Context: an optimization exercise on an open-source flow, tuned for small area and a short achievable clock period. The choices shown serve that exercise and are no tape-out recipe. The RTL was checked by simulation tests, not by an equivalence proof against the original design. No activity file was given, so power comes from the tool's default toggle rates.

==> flow/design.v <==
module fft_peak_detector (
  input  logic                clk,
  input  logic                rstn,
  input  logic                valid_in,
  input  logic [16*13-1:0]    din_re,
  input  logic [16*13-1:0]    din_im,
  output logic                peak_valid_o,
  output logic [8:0]          peak_idx_o,
  output logic [13:0]         peak_mag_o,
  output logic [15:0]         frame_cnt_o
);
  function automatic logic gt14(input logic [13:0] a, input logic [13:0] b);
    logic g;
    g = 1'b0;
    for (int i = 0; i < 14; i++) g = (a[i] & ~b[i]) | (a[i] & g) | (~b[i] & g);
    gt14 = g;
  endfunction
  logic        x_valid;
  logic [4:0]  x_s0 [16];
  logic [4:0]  x_s1 [16];
  logic [4:0]  x_s2 [16];
  logic [15:0] x_si;
  function automatic logic [4:0] add4(input logic [3:0] a, input logic [3:0] b, input logic ci);
    logic [4:0] c;
    logic [3:0] s;
    c[0] = ci;
    for (int i = 0; i < 4; i++) begin
      s[i]   = a[i] ^ b[i] ^ c[i];
      c[i+1] = (a[i] & b[i]) | (a[i] & c[i]) | (b[i] & c[i]);
    end
    add4 = {c[4], s};
  endfunction
  always_ff @(posedge clk) begin
    for (int l = 0; l < 16; l++) begin
      logic [12:0] re, im;
      logic [11:0] a, b;
      re = din_re[13*l +: 13];
      im = din_im[13*l +: 13];
      a = re[11:0] ^ {12{re[12]}};
      b = im[11:0] ^ {12{im[12]}};
      x_s0[l] <= add4(a[3:0], b[3:0], re[12]);
      x_s1[l] <= add4(a[7:4], b[7:4], 1'b0);
      x_s2[l] <= add4(a[11:8], b[11:8], 1'b0);
      x_si[l] <= im[12];
    end
  end
  function automatic logic [13:0] finish(input logic [4:0] s0, input logic [4:0] s1,
                                         input logic [4:0] s2, input logic si);
    logic [13:0] v;
    logic [13:0] w;
    logic [14:0] c;
    logic [13:0] m;
    v = {1'b0, s2[4], s2[3:0], s1[3:0], s0[3:0]};
    w = {5'd0, s1[4], 3'd0, s0[4], 4'd0};
    c[0] = si;
    for (int i = 0; i < 14; i++) begin
      m[i]   = v[i] ^ w[i] ^ c[i];
      c[i+1] = (v[i] & w[i]) | (v[i] & c[i]) | (w[i] & c[i]);
    end
    finish = m;
  endfunction
  logic [13:0] m1 [16];
  logic [13:0] m2 [8];
  logic [0:0]  i2 [8];
  logic [13:0] m3 [4];
  logic [1:0]  i3 [4];
  always_comb begin
    for (int l = 0; l < 16; l++) m1[l] = finish(x_s0[l], x_s1[l], x_s2[l], x_si[l]);
    for (int l = 0; l < 8; l++) begin
      i2[l] = gt14(m1[2*l+1], m1[2*l]);
      m2[l] = i2[l] ? m1[2*l+1] : m1[2*l];
    end
    for (int l = 0; l < 4; l++) begin
      if (gt14(m2[2*l+1], m2[2*l])) begin
        m3[l] = m2[2*l+1]; i3[l] = {1'b1, i2[2*l+1]};
      end else begin
        m3[l] = m2[2*l];   i3[l] = {1'b0, i2[2*l]};
      end
    end
  end
  logic        y_valid;
  logic [13:0] y_mag [4];
  logic [1:0]  y_lane [4];
  always_ff @(posedge clk) begin
    for (int q = 0; q < 4; q++) begin
      y_mag[q]  <= m3[q];
      y_lane[q] <= i3[q];
    end
  end
  logic [4:0]  beat;         
  logic        done;
  logic [13:0] run_mag;
  logic [8:0]  run_idx;
  logic        peak_valid;
  logic [8:0]  peak_idx;
  logic [13:0] peak_mag;
  logic [15:0] frame_cnt;
  always_ff @(posedge clk or negedge rstn) begin
    if (!rstn) begin
      x_valid <= 1'b0;
      y_valid <= 1'b0;
      beat    <= '0;
      done    <= 1'b0;
    end else begin
      x_valid <= valid_in;
      y_valid <= x_valid;
      if (y_valid) beat <= beat + 5'd1;
      done <= y_valid && (beat == 5'd31);
    end
  end
  logic [13:0] m4 [2];
  logic [2:0]  i4 [2];
  logic [13:0] best_mag;
  logic [3:0]  best_lane;
  always_comb begin
    for (int h = 0; h < 2; h++) begin
      if (gt14(y_mag[2*h+1], y_mag[2*h])) begin
        m4[h] = y_mag[2*h+1]; i4[h] = {1'b1, y_lane[2*h+1]};
      end else begin
        m4[h] = y_mag[2*h];   i4[h] = {1'b0, y_lane[2*h]};
      end
    end
    if (gt14(m4[1], m4[0])) begin
      best_mag = m4[1]; best_lane = {1'b1, i4[1]};
    end else begin
      best_mag = m4[0]; best_lane = {1'b0, i4[0]};
    end
  end
  always_ff @(posedge clk) begin
    if (y_valid && (beat == 5'd0 || gt14(best_mag, run_mag))) begin
      run_mag <= best_mag;
      run_idx <= {beat, best_lane};
    end
  end
  always_ff @(posedge clk or negedge rstn) begin
    if (!rstn) begin
      peak_valid <= 1'b0;
      peak_idx   <= '0;
      peak_mag   <= '0;
      frame_cnt  <= '0;
    end else begin
      peak_valid <= done;
      if (done) begin
        peak_idx  <= run_idx;
        peak_mag  <= run_mag;
        frame_cnt <= frame_cnt + 16'd1;
      end
    end
  end
  assign peak_valid_o = peak_valid;
  assign peak_idx_o   = peak_idx;
  assign peak_mag_o   = peak_mag;
  assign frame_cnt_o  = frame_cnt;
endmodule
==> flow/config.mk <==
export PLATFORM = sky130hd
export DESIGN_NAME = fft_peak_detector
export DESIGN_NICKNAME = fft_peak_detector
export VERILOG_FILES = /design/flow/design.v
export SDC_FILE = /design/flow/constraint.sdc
export NUM_CORES = 4
export LEC_CHECK = 0
export ABC_AREA = 1
export CAP_MARGIN = 20
export CORE_MARGIN = 2
export CORE_UTILIZATION = 40
export SLEW_MARGIN = 20
==> flow/constraint.sdc <==
create_clock -name core_clock -period 34.0 [get_ports {clk}]
set_input_delay 6.8000 -clock core_clock [delete_from_list [all_inputs] [get_ports {clk}]]
set_output_delay 6.8000 -clock core_clock [all_outputs]
set_load 0.01 [all_outputs]
standard.sh (not shown) runs the stock make flow with config.mk's settings and CLKGATE_MAP_FILE= SYNTH_SCRIPT=/design/flow/synth_recipe.tcl, a recipe that flattens the netlist after the stock synthesis.
==> flow/flow/run.sh <==
#!/bin/bash
# The standard layout (standard.sh) with these changes: buf_1 cells as the port buffers, an
# area-oriented ABC mapping script (flow/abc_area.script) for synthesis.
set -euo pipefail
export BUFFER_PORTS_ARGS="-buffer_cell sky130_fd_sc_hd__buf_1"
cp -r "$FLOW_HOME/scripts" scripts_custom
cp flow/abc_area.script scripts_custom/abc_area.script
bash standard.sh SCRIPTS_DIR="$PWD/scripts_custom" finish > standard.log 2>&1
==> flow/flow/abc_area.script <==
strash
&get -n
&fraig -x
&put
scorr
dc2
strash
&get -n
&dch -f
&nf -R 1000
&put
topo
stime -c
upsize -c -D 4000
dnsize -c -D 4000
Edit:
==> flow/flow/run.sh (replaced) <==
#!/bin/bash
# The standard layout (standard.sh) with these changes: buf_1 cells as the port buffers, an
# area-oriented ABC mapping script (flow/abc_area.script) for synthesis, and repair_timing
# aiming for a setup slack margin of 26.2 ns.
set -euo pipefail
export BUFFER_PORTS_ARGS="-buffer_cell sky130_fd_sc_hd__buf_1"
cp -r "$FLOW_HOME/scripts" scripts_custom
cp flow/abc_area.script scripts_custom/abc_area.script
bash standard.sh SCRIPTS_DIR="$PWD/scripts_custom" SETUP_SLACK_MARGIN=26.2 finish > standard.log 2>&1
--- a/flow/config.mk
+++ b/flow/config.mk
@@ -10,3 +10,4 @@
 export CORE_MARGIN = 2
 export CORE_UTILIZATION = 40
+export CTS_BUF_LIST = sky130_fd_sc_hd__clkbuf_4 sky130_fd_sc_hd__clkbuf_8
 export SLEW_MARGIN = 20
Effect: Non-clock buffer count is higher by 146. Clock skew is higher by 0.0052 ns. Cell count is higher by 5.6%.

Starts from the design.v that is shown in full above.
export LEC_CHECK = 0
export ABC_AREA = 1
export CAP_MARGIN = 20
export CORE_MARGIN = 2
export CORE_UTILIZATION = 40
export SLEW_MARGIN = 20
create_clock -name core_clock -period 34.0 [get_ports {clk}]
==> flow/flow/run.sh <==
#!/bin/bash
# The standard layout (standard.sh) with these changes: buf_1 cells as the port buffers, an
# area-oriented ABC mapping script (flow/abc_area.script) for synthesis, and repair_timing
# aiming for a setup slack margin of 25.6 ns.
set -euo pipefail
export BUFFER_PORTS_ARGS="-buffer_cell sky130_fd_sc_hd__buf_1"
cp -r "$FLOW_HOME/scripts" scripts_custom
cp flow/abc_area.script scripts_custom/abc_area.script
bash standard.sh SCRIPTS_DIR="$PWD/scripts_custom" SETUP_SLACK_MARGIN=25.6 finish > standard.log 2>&1
Scripts as last shown in full above: flow/flow/abc_area.script
Change:
--- a/flow/flow/abc_area.script
+++ b/flow/flow/abc_area.script
@@ -11,0 +12,5 @@
+strash
+dch -f
+&get -n
+&nf -R 1000
+&put
CTS_CLUSTER_DIAMETER = 80   (was unset)
CTS_CLUSTER_SIZE = 30   (was unset)
Sequential share of layout area climbs by 0.60 points; global-route usage falls by 0.61 points; area after synthesis rises by about 0.55%; combinational power falls by about 6%; maximum frequency barely changes; cell count decreases by about 2%.
Change:
--- a/flow/flow/abc_area.script
+++ b/flow/flow/abc_area.script
@@ -12,5 +11,0 @@
-strash
-dch -f
-&get -n
-&nf -R 1000
-&put
What happened:
- sequential power went down by about 1%
- worst setup slack gains 0.068 ns
- flip-flop and latch count does not change
- cell count went up by 1.2%
Change:
--- a/flow/flow/run.sh
+++ b/flow/flow/run.sh
@@ -4 +4 @@
-# aiming for a setup slack margin of 25.6 ns.
+# aiming for a setup slack margin of 25.9 ns.
@@ -9 +9 @@
-bash standard.sh SCRIPTS_DIR="$PWD/scripts_custom" SETUP_SLACK_MARGIN=25.6 finish > standard.log 2>&1
+bash standard.sh SCRIPTS_DIR="$PWD/scripts_custom" SETUP_SLACK_MARGIN=25.9 finish > standard.log 2>&1
CTS_BUF_LIST = sky130_fd_sc_hd__clkbuf_4 sky130_fd_sc_hd__clkbuf_8   (was unset)
CTS_CLUSTER_DIAMETER = unset   (was 80)
CTS_CLUSTER_SIZE = unset   (was 30)
=>
- The new run completed with no timing, DRC or antenna violations
- fmax increases slightly
- via count increases by a few percent
- clock-buffer cell count increases by 81
- worst setup slack is better by 0.074 ns
- power increases by a few percent
- sequential share of layout area decreases by 1.4 points
- first-iteration DRC count decreases by roughly a tenth
- global-route usage increases by 0.90 points
- die area is unchanged
- final cell count increases by a few percent
- design area increases by a few percent
Change:
--- a/flow/flow/run.sh
+++ b/flow/flow/run.sh
@@ -4 +4 @@
-# aiming for a setup slack margin of 25.9 ns.
+# aiming for a setup slack margin of 24.8 ns.
@@ -9 +9 @@
-bash standard.sh SCRIPTS_DIR="$PWD/scripts_custom" SETUP_SLACK_MARGIN=25.9 finish > standard.log 2>&1
+bash standard.sh SCRIPTS_DIR="$PWD/scripts_custom" SETUP_SLACK_MARGIN=24.8 finish > standard.log 2>&1
CTS_BUF_LIST = unset   (was sky130_fd_sc_hd__clkbuf_4 sky130_fd_sc_hd__clkbuf_8)
- worst setup slack is worse by 0.57 ns
- routed wire length shrinks by a few percent
- synthesized area does not change
- register-to-register slack is worse by 0.37 ns
- cell area shrinks by a few percent
- critical path depth shrinks by 25
- cell count shrinks by a few percent

## job 9183
RTL: the design.v shown in full above, as it stands there.
clock: 34.0 ns
lec_check: 0
abc_area: 1
cap_margin: 20
core_margin: 2
core_utilization: 40
cts_buf_list: sky130_fd_sc_hd__clkbuf_4 sky130_fd_sc_hd__clkbuf_8
slew_margin: 20
==> flow/flow/run.sh <==
#!/bin/bash
# The standard layout (standard.sh) with these changes: buf_1 cells as the port buffers, an
# area-oriented ABC mapping script (flow/abc_area.script) for synthesis.
set -euo pipefail
export BUFFER_PORTS_ARGS="-buffer_cell sky130_fd_sc_hd__buf_1"
cp -r "$FLOW_HOME/scripts" scripts_custom
cp flow/abc_area.script scripts_custom/abc_area.script
bash standard.sh SCRIPTS_DIR="$PWD/scripts_custom" finish > standard.log 2>&1
==> flow/flow/abc_area.script <==
strash
&get -n
&fraig -x
&put
scorr
dc2
strash
&get -n
&dch -f
&nf -R 1000
&put
topo
stime -c
upsize -c -D 4000
dnsize -c -D 4000
Input-level comparison between job 8196 and job 9183:
==> flow/flow/run.sh <==
#!/bin/bash
# The standard layout (standard.sh) with these changes: buf_1 cells as the port buffers, an
# area-oriented ABC mapping script (flow/abc_area.script) for synthesis, and repair_timing
# aiming for a setup slack margin of 25.6 ns.
set -euo pipefail
export BUFFER_PORTS_ARGS="-buffer_cell sky130_fd_sc_hd__buf_1"
cp -r "$FLOW_HOME/scripts" scripts_custom
cp flow/abc_area.script scripts_custom/abc_area.script
bash standard.sh SCRIPTS_DIR="$PWD/scripts_custom" SETUP_SLACK_MARGIN=25.6 finish > standard.log 2>&1
Notes after the runs:
Comparing the two runs side by side, job 8196 comes out behind job 9183 on final area.
Compared to job 9183, job 8196 has relative area change from synthesis to final layout 2.8 points higher.
Compared with job 9183, in job 8196 share of the core filled with cells in the final layout rose by 1.1 points; combinational power share picked up an extra 1.5 points; height of the die did not really move; area used by multi-input combinational logic now larger; switching power went up about 3%.
Job 8196 ends up with a number of clock buffer instances in the layout that is about 4% higher than in job 9183.

Another version of the RTL of fft_peak_detector (not shown whole).
Size: ~2100 cells after synthesis, roughly 410 flip-flops, about 24000 um^2 of cells after synthesis.
export LEC_CHECK = 0
export ABC_AREA = 1
export CAP_MARGIN = 20
export CORE_MARGIN = 2
export CORE_UTILIZATION = 65
export CTS_CLUSTER_DIAMETER = 80
export CTS_CLUSTER_SIZE = 30
export SLEW_MARGIN = 20
create_clock -name core_clock -period 34.0 [get_ports {clk}]
==> flow/flow/run.sh <==
#!/bin/bash
# The standard layout (standard.sh) with these changes: buf_1 cells as the port buffers (buf_4
# for inputs with many loads, flow/port_buffers.tcl), an area-oriented ABC mapping script
# (flow/abc_area.script) for synthesis, and repair_timing aiming for a setup slack margin of
# 25.7 ns.
set -euo pipefail
export BUFFER_PORTS_ARGS="-buffer_cell sky130_fd_sc_hd__buf_1"
export POST_GLOBAL_PLACE_TCL="$PWD/flow/port_buffers.tcl"
cp -r "$FLOW_HOME/scripts" scripts_custom
cp flow/abc_area.script scripts_custom/abc_area.script
bash standard.sh SCRIPTS_DIR="$PWD/scripts_custom" SETUP_SLACK_MARGIN=25.7 finish > standard.log 2>&1
==> flow/flow/port_buffers.tcl <==
# After global placement: an input port buffer that drives many pins (the lanes' sign bits)
# is upsized from buf_1 to buf_4.
foreach inst [get_cells input*] {
  set out [get_pins -of_objects $inst -filter "direction == output"]
  set net [get_nets -of_objects $out]
  set loads [get_pins -of_objects $net -filter "direction == input"]
  if {[llength $loads] > 6} {
    replace_cell $inst sky130_fd_sc_hd__buf_4
  }
}
Scripts as last shown in full above: flow/flow/abc_area.script
The baseline produced a clean layout.
Then changed:
==> flow/flow/run.sh (replaced) <==
#!/bin/bash
# The standard layout (standard.sh) with these changes: buf_1 cells as the port buffers (buf_4
# for inputs with many loads, flow/port_buffers.tcl), an area-oriented ABC mapping script
# (flow/abc_area.script) for synthesis, and repair_timing aiming for a setup slack margin of
# 26.0 ns.
set -euo pipefail
export BUFFER_PORTS_ARGS="-buffer_cell sky130_fd_sc_hd__buf_1"
export POST_GLOBAL_PLACE_TCL="$PWD/flow/port_buffers.tcl"
cp -r "$FLOW_HOME/scripts" scripts_custom
cp flow/abc_area.script scripts_custom/abc_area.script
bash standard.sh SCRIPTS_DIR="$PWD/scripts_custom" SETUP_SLACK_MARGIN=26.0 finish > standard.log 2>&1
Settings changed: CORE_UTILIZATION 65 to 60.
Effect: Final area climbs by 3.0%; total power goes up by 5.1%; core utilization is lower by 3.9 points; die area is higher by 8.2%; maximum frequency stays flat; routed wire length rose by 4.7%; hold slack improved by 0.0038 ns; flip-flop and latch count is unchanged; global-route usage is lower by 1.3 points; area after synthesis does not change; via count is higher by 0.43%.
Then changed:
==> flow/flow/run.sh (replaced) <==
#!/bin/bash
# The standard layout (standard.sh) with these changes: buf_1 cells as the port buffers (buf_4
# for inputs with many loads, flow/port_buffers.tcl), an area-oriented ABC mapping script
# (flow/abc_area.script) for synthesis, and repair_timing aiming for a setup slack margin of
# 25.7 ns.
set -euo pipefail
export BUFFER_PORTS_ARGS="-buffer_cell sky130_fd_sc_hd__buf_1"
export POST_GLOBAL_PLACE_TCL="$PWD/flow/port_buffers.tcl"
cp -r "$FLOW_HOME/scripts" scripts_custom
cp flow/abc_area.script scripts_custom/abc_area.script
bash standard.sh SCRIPTS_DIR="$PWD/scripts_custom" SETUP_SLACK_MARGIN=25.7 finish > standard.log 2>&1
Settings changed: CAP_MARGIN 20 to 0, CORE_UTILIZATION 60 to 65, SLEW_MARGIN 20 to 0.
What happened: Critical path depth is unchanged. Via count drops by 0.42%. Wire length decreases by 4.5%.
Then changed:
==> flow/flow/run.sh (replaced) <==
#!/bin/bash
# The standard layout (standard.sh) with these changes: buf_1 cells as the port buffers (buf_4
# for inputs with many loads, flow/port_buffers.tcl), an area-oriented ABC mapping script
# (flow/abc_area.script) for synthesis, and repair_timing aiming for a setup slack margin of
# 25.8 ns.
set -euo pipefail
export BUFFER_PORTS_ARGS="-buffer_cell sky130_fd_sc_hd__buf_1"
export POST_GLOBAL_PLACE_TCL="$PWD/flow/port_buffers.tcl"
cp -r "$FLOW_HOME/scripts" scripts_custom
cp flow/abc_area.script scripts_custom/abc_area.script
bash standard.sh SCRIPTS_DIR="$PWD/scripts_custom" SETUP_SLACK_MARGIN=25.8 finish > standard.log 2>&1
Settings changed: CAP_MARGIN 0 to 20, CORE_UTILIZATION 65 to 60, SLEW_MARGIN 0 to 20.
Effect:
- worst hold slack improved by 0.0081 ns
- cell area increases by 0.80%
- maximum frequency hardly moves
- sequential cell count is unchanged

[what the ideal ports hide]
In the flow no input, the clock included, has a driving cell. The finished layouts below were timed again as built, in two steps.
Step 1 (the two cells are an assumption about what drives the block):
set clk [get_ports {clk}]
set_driving_cell -lib_cell sky130_fd_sc_hd__clkbuf_16 $clk
set_driving_cell -lib_cell sky130_fd_sc_hd__buf_2 [delete_from_list [all_inputs] $clk]
Step 2 adds t to the input delays and takes it off the output delays; t is the mean of the earliest and latest rising clock arrival at the registers after step 1. Input paths then give back, and output paths get back, about the clock's delay inside the block.
Slacks: ideal ports / drivers / drivers and shift; pairs: ideal ports / drivers.
run	shift t [ns]	setup WS [ns]	clock arrival spread, ns	worst register clock-pin slew, ns	cell pins on the clock port's net
the first run of note 1	0.610	25.202 / 25.227 / 24.617	0.014 / 0.014	0.07 / 0.07	1
the second run of note 1	0.675	25.913 / 25.913 / 25.295	0.018 / 0.018	0.06 / 0.06	1
the first run of note 2	0.603	25.632 / 25.663 / 25.060	0.019 / 0.019	0.06 / 0.06	1
the second run of note 2	0.634	25.628 / 25.665 / 25.031	0.028 / 0.028	0.11 / 0.11	1
the third run of note 2	0.605	25.696 / 25.721 / 25.116	0.026 / 0.026	0.10 / 0.10	1
the fourth run of note 2	0.683	25.770 / 25.770 / 25.216	0.040 / 0.041	0.06 / 0.06	1
the fifth run of note 2	0.610	25.202 / 25.227 / 24.617	0.014 / 0.014	0.07 / 0.07	1
job 9183	0.672	25.274 / 25.297 / 24.625	0.022 / 0.022	0.07 / 0.07	1
job 8196	0.674	25.618 / 25.644 / 24.970	0.027 / 0.028	0.06 / 0.06	1
the first run of note 4	0.587	26.053 / 25.996 / 25.616	0.026 / 0.026	0.11 / 0.11	1
the second run of note 4	0.593	26.057 / 26.000 / 25.712	0.024 / 0.023	0.11 / 0.11	1
the third run of note 4	0.587	26.053 / 25.996 / 25.616	0.026 / 0.026	0.11 / 0.11	1
the fourth run of note 4	0.585	26.050 / 25.991 / 25.646	0.022 / 0.022	0.11 / 0.11	1
After both steps every run listed still meets setup and hold. For job 9183, which loses most, drivers alone change the setup slack by +0.023 ns; drivers and shift together by -0.649 ns.
